This design comes from an exercise in tuning for small area, a short achievable clock period and few clock cycles on the open sky130 flow, not from production work.
In this exercise RTL edits were held to simulation tests only and were not proved equivalent to the original.
Power and IR drop assume default switching activity.

--- config.mk ---
export PLATFORM = sky130hd
export DESIGN_NAME = indexed_min_heap_queue
export DESIGN_NICKNAME = indexed_min_heap_queue
export VERILOG_FILES = /design/flow/design.v
export SDC_FILE = /design/flow/constraint.sdc
export NUM_CORES = 4
export LEC_CHECK = 0
export CAP_MARGIN = 20
export CORE_MARGIN = 2
export CORE_UTILIZATION = 50
export SETUP_SLACK_MARGIN = 5
export SLEW_MARGIN = 20
--- design.v ---
package imhq_pkg;
   localparam int VERTEX_W     = 6;
   localparam int NUM_VERTICES = 64;
   localparam int PRIO_W       = 32;
   localparam int TYPE_W       = 3;
   localparam int STATUS_W     = 3;
   localparam int COUNT_W      = 7;
   localparam int ENTRY_W      = VERTEX_W + PRIO_W;
   localparam logic [TYPE_W-1:0] REQ_INSERT   = 3'd0;
   localparam logic [TYPE_W-1:0] REQ_EXTRACT  = 3'd1;
   localparam logic [TYPE_W-1:0] REQ_DECREASE = 3'd2;
   localparam logic [TYPE_W-1:0] REQ_CONTAINS = 3'd3;
   localparam logic [TYPE_W-1:0] REQ_GET_PRIO = 3'd4;
   localparam logic [STATUS_W-1:0] ST_OK        = 3'd0;
   localparam logic [STATUS_W-1:0] ST_FULL      = 3'd1;
   localparam logic [STATUS_W-1:0] ST_EMPTY     = 3'd2;
   localparam logic [STATUS_W-1:0] ST_ABSENT    = 3'd3;
   localparam logic [STATUS_W-1:0] ST_NOT_LOWER = 3'd4;
   localparam logic [STATUS_W-1:0] ST_DUP       = 3'd5;
   typedef struct packed {
      logic [VERTEX_W-1:0] vtx;
      logic [PRIO_W-1:0]   prio;
   } entry_type;
endpackage
module indexed_min_heap_queue #(
   parameter int CAPACITY = 64
) (
   input  logic        clock,
   input  logic        reset,
   input  logic        req_valid,
   output logic        req_stall,
   input  logic [2:0]  req_type,
   input  logic [5:0]  req_vertex_id,
   input  logic [31:0] req_new_priority,
   output logic        rsp_valid,
   input  logic        rsp_stall,
   output logic [2:0]  rsp_status,
   output logic [5:0]  rsp_out_vertex,
   output logic [31:0] rsp_out_priority,
   output logic        rsp_is_present,
   output logic [6:0]  rsp_entry_count
);
   localparam int N  = CAPACITY;
   localparam int VW = imhq_pkg::VERTEX_W;
   localparam int PW = imhq_pkg::PRIO_W;
   localparam int CW = imhq_pkg::COUNT_W;
   localparam int RW = imhq_pkg::STATUS_W + VW + PW + 1 + CW;
   logic                          s1_vld;
   logic [imhq_pkg::TYPE_W-1:0]   s1_t;
   logic [VW-1:0]                 s1_v;
   logic [PW-1:0]                 s1_p;
   logic                          stall_ff;
   logic [PW-1:0] qp [N];
   logic [VW-1:0] qv [N];
   logic [CW-1:0] cnt;
   logic          h_vld, t_vld;
   logic [RW-1:0] h_d, t_d;
   logic          fire;
   logic [N-1:0]  valid, m, g, suf, sel_new, sel_shr;
   logic          is_ins, is_ext, is_dec, is_get;
   logic          present, full, empty, ins_ok, ext_ok, dec_ok;
   logic [PW-1:0] getp;
   logic [CW-1:0] cnt_nx;
   logic [RW-1:0] res;
   assign fire = s1_vld && !(h_vld && t_vld);
   function automatic logic gt_s(input logic [PW-1:0] a, input logic [PW-1:0] b);
      logic [PW-1:0] ua, ub, gg, nl;
      ua = a ^ {1'b1, {(PW-1){1'b0}}};
      ub = b ^ {1'b1, {(PW-1){1'b0}}};
      gg = ua & ~ub;
      nl = ua | ~ub;
      for (int w = PW; w > 1; w = w / 2) begin
         for (int k = 0; k < w / 2; k++) begin
            gg[k] = gg[2*k+1] | (nl[2*k+1] & gg[2*k]);
            nl[k] = nl[2*k+1] & nl[2*k];
         end
      end
      gt_s = gg[0];
   endfunction
   always_comb begin
      for (int i = 0; i < N; i++) begin
         valid[i] = cnt > CW'(i);
         m[i]     = valid[i] && (qv[i] == s1_v);
         g[i]     = !valid[i] || gt_s(qp[i], s1_p);
      end
      suf = m;
      for (int d = 1; d < N; d = d * 2) begin
         suf = suf | (suf >> d);
      end
   end
   assign is_ins  = s1_t == imhq_pkg::REQ_INSERT;
   assign is_ext  = s1_t == imhq_pkg::REQ_EXTRACT;
   assign is_dec  = s1_t == imhq_pkg::REQ_DECREASE;
   assign is_get  = s1_t == imhq_pkg::REQ_GET_PRIO;
   assign present = suf[0];
   assign full    = cnt[CW-1];
   assign empty   = cnt == '0;
   assign ins_ok  = is_ins && !full && !present;
   assign ext_ok  = is_ext && !empty;
   assign dec_ok  = |(m & g);
   always_comb begin
      for (int i = 0; i < N; i++) begin
         logic zone;
         zone       = g[i] && (ins_ok || (is_dec && suf[i]));
         sel_new[i] = zone && ((i == 0) || !g[(i+N-1)%N]);
         sel_shr[i] = zone && ((i != 0) && g[(i+N-1)%N]);
      end
      getp = '0;
      for (int i = 0; i < N; i++) begin
         getp = getp | (qp[i] & {PW{m[i]}});
      end
   end
   assign cnt_nx = cnt + CW'(ins_ok) - CW'(ext_ok);
   always_comb begin
      logic [imhq_pkg::STATUS_W-1:0] st;
      logic [VW-1:0]                 ov;
      logic [PW-1:0]                 op;
      logic                          pr;
      st = imhq_pkg::ST_OK;
      ov = '0;
      op = '0;
      pr = present;
      if (is_ins) begin
         if (full)         st = imhq_pkg::ST_FULL;
         else if (present) st = imhq_pkg::ST_DUP;
         pr = present || !full;
      end else if (is_ext) begin
         if (empty) st = imhq_pkg::ST_EMPTY;
         else begin
            ov = qv[0];
            op = qp[0];
         end
         pr = present && !m[0];
      end else if (is_dec) begin
         if (!present)     st = imhq_pkg::ST_ABSENT;
         else if (!dec_ok) st = imhq_pkg::ST_NOT_LOWER;
      end else if (is_get) begin
         if (!present) st = imhq_pkg::ST_ABSENT;
         op = getp;
      end
      res = {st, ov, op, pr, cnt_nx};
   end
   logic          s_l;
   logic [N-1:0]  s_h, s_n, s_r;
   assign s_l = fire && ext_ok;
   always_comb begin
      for (int i = 0; i < N; i++) begin
         s_n[i] = fire && !ext_ok && sel_new[i];
         s_r[i] = fire && !ext_ok && sel_shr[i];
         s_h[i] = !(s_l || s_n[i] || s_r[i]);
      end
   end
   always_ff @(posedge clock) begin
      for (int i = 0; i < N; i++) begin
         qp[i] <= ({PW{s_h[i]}} & qp[i]) |
                  ({PW{s_l}}    & qp[(i+1)%N]) |
                  ({PW{s_r[i]}} & qp[(i+N-1)%N]) |
                  ({PW{s_n[i]}} & s1_p);
         qv[i] <= ({VW{s_h[i]}} & qv[i]) |
                  ({VW{s_l}}    & qv[(i+1)%N]) |
                  ({VW{s_r[i]}} & qv[(i+N-1)%N]) |
                  ({VW{s_n[i]}} & s1_v);
      end
   end
   logic pop, s1_vld_nx, h_vld_nx, t_vld_nx;
   assign pop = h_vld && !rsp_stall;
   always_comb begin
      h_vld_nx = h_vld;
      t_vld_nx = t_vld;
      if (t_vld) begin
         if (pop) t_vld_nx = 1'b0;
      end else if (fire) begin
         if (h_vld && !pop) t_vld_nx = 1'b1;
         else               h_vld_nx = 1'b1;
      end else if (pop) begin
         h_vld_nx = 1'b0;
      end
      s1_vld_nx = stall_ff ? s1_vld : req_valid;
   end
   always_ff @(posedge clock) begin
      if (reset) begin
         s1_vld   <= 1'b0;
         h_vld    <= 1'b0;
         t_vld    <= 1'b0;
         cnt      <= '0;
         stall_ff <= 1'b0;
      end else begin
         s1_vld   <= s1_vld_nx;
         h_vld    <= h_vld_nx;
         t_vld    <= t_vld_nx;
         stall_ff <= s1_vld_nx && h_vld_nx && t_vld_nx;
         if (fire) cnt <= cnt_nx;
      end
   end
   always_ff @(posedge clock) begin
      if (!stall_ff) begin
         s1_t <= req_type;
         s1_v <= req_vertex_id;
         s1_p <= req_new_priority;
      end
      if (t_vld) begin
         if (pop) h_d <= t_d;
      end else if (fire) begin
         if (h_vld && !pop) t_d <= res;
         else               h_d <= res;
      end
   end
   assign req_stall = stall_ff;
   assign {rsp_status, rsp_out_vertex, rsp_out_priority, rsp_is_present,
           rsp_entry_count} = h_d;
   assign rsp_valid = h_vld;
endmodule
--- run.sh ---
#!/bin/bash
# synth_recipe.tcl (not shown) runs the flow's synth.tcl, then flattens the netlist and writes it again
# the make line also repeats each setting of config.mk as NAME=value (left out here)
make -C /OpenROAD-flow-scripts/flow DESIGN_CONFIG=/design/flow/config.mk WORK_HOME=/design/flow/orfs CLKGATE_MAP_FILE= SYNTH_SCRIPT=/design/flow/synth_recipe.tcl finish
--- constraint.sdc ---
create_clock -name core_clock -period 12.0 [get_ports {clock}]
set_input_delay 2.4000 -clock core_clock [delete_from_list [all_inputs] [get_ports {clock}]]
set_output_delay 2.4000 -clock core_clock [all_outputs]
set_load 0.01 [all_outputs]
==> impl.org <==
** Synth
- Register bit count reported by yosys :: 2,582
- Averaged over all synthesized cells, the footprint is 8.04 um2.
- Share of Yosys cell area claimed by the top area cell type :: 0.293
- Most frequently used flop master after synthesis :: dfxtp_1
- After synthesis, the share of flip-flops with an asynchronous set or reset is 0.
- In the synthesized netlist, the number of instances is 20,800.
- Yosys attributes the largest share of cell area to dfxtp_1 29%, a221o_1 7.8%, mux2i_1 6.5%.
- Sequential-to-total area share from yosys stat :: 0.318
- Number of flops mapped to enable cells by yosys :: ~140
- Yosys cell types :: 104
- Syn nets :: approximately 21,000
- Netlist area before placement :: 167,000 um2
- Yosys printed 3 warnings.
- Cell type with the largest total area after synthesis :: dfxtp_1

** Placement
- Input and output buffers added on the ports amount to 95.
- Timing analysis after detailed placement gives a worst setup slack of 4.06 ns.
- HPWL after detailed placement :: 934,000 um
- Instance area after placement :: 172,000 um2
- The congestion estimate from routability-driven global placement came to 1.20.

** Floorplanning
- The floorplan step set the die width to 582 um.
- The initial utilization of the core area, before any placement, comes to 0.502.
- Io pins :: 96
- Die height :: 582 um
- Floorplan row count :: 212

** Global routing
- For this run the aggregate overflow at the end of global routing stands at 2,567.
- In the global route stage, overall resource usage came out at 0.847.
- Entering global routing, the biggest net connects 175 pins.
- The via count of the first global-routing pass is roughly 210k.
- Global-route wire length before repair :: 2,060,000 um

** CTS
- The H-tree generated during clock tree synthesis spans 5 levels.
- The root buffer cell chosen for the clock tree is clkbuf_16.
- The clock drives 2,582 sinks.
- Counting along the longest clock path gives a buffer depth of 4.
- Cts bufs inserted :: 307

** Run status
- Status :: aborted with a tool error
- The tool reported: "[ERROR GRT-0116] Global routing finished with congestion. Check the congestion regions in the DRC Viewer".
- Progress stopped at 5_1_grt.
timing repair:
item / in CTS
endpoints found under the hold margin: 0
gates resized for setup: 20
setup endpoints to repair: 2254
pin swaps: 3
cloned: 0
hold buffers: 0
buffers inserted: 4
per-layer routing:
layer  global-route usage  overflow
met2                0.963      1557
met3                0.733        75
met4                0.804       860
met5                0.443        10
met1                0.872        65
cells by family after synthesis:
logic type               after synthesis  synth area share
buffers and inverters               2979            0.0723
flip-flops                          2582             0.318
XOR/XNOR                             389            0.0204
multiplexers                        1109            0.0667
AO/OA/AOI/OAI                       8114             0.361
AND/OR/NAND/NOR                     5291             0.144
adder cells (fa/ha/maj)              297            0.0182
synth_stat cells (all sizes together), types with 33 or more instances:
cell type	count
mux2i	1082
a221oi	255
a21oi	1502
xor2	160
o211ai	92
nand4	219
a221o	1309
a22o	319
o221ai	295
xnor2	229
o21a	35
nor2	2150
o21ai	1145
a31oi	95
nor3	169
dfxtp	2443
inv	728
a211o	47
and2	75
o2111ai	79
a22oi	1439
edfxtp	139
nor2b	256
a2bb2oi	46
buf	725
clkbuf	1515
o21bai	46
a2111oi	61
nand2b	293
and3	37
nand2	1463
a222oi	540
a211oi	94
nor3b	33
nand3	289
o31ai	54
maj3	274
a21o	97
nor4	120
o22ai	327
power by group through the flow:
stage	logic [mW]	clock network, mW	registers (mW)
after floorplan	7.70	0	13.7
after global placement	11.0	0	17.6
after detailed placement	11.2	0	17.6
after CTS	11.3	9.99	17.4
per-stage QoR:
| step | instances | hold WS, ns |
|---|---|---|
| global placement | 23700 | 0.476 |
| detailed placement | 23700 | 0.485 |
| floorplan | 20800 | 0.444 |
| CTS | 24300 | 0.496 |
how the worst max path moves through the flow:
| stage | from | end | slack (ns) |
|---|---|---|---|
| after detailed placement | cnt[4]$_SDFFE_PP0P_ | qp[26][5]$_DFF_P_ | 4.06 |
| after CTS | cnt[2]$_SDFFE_PP0P_ | qp[26][5]$_DFF_P_ | 5.04 |
| after global placement | cnt[4]$_SDFFE_PP0P_ | qp[14][5]$_DFF_P_ | 3.78 |
| after floorplan | rsp_stall | h_d[0]$_DFFE_PP_ | 6.56 |
Testbench counts, summed over its fixed seeds: cycles 16,016.
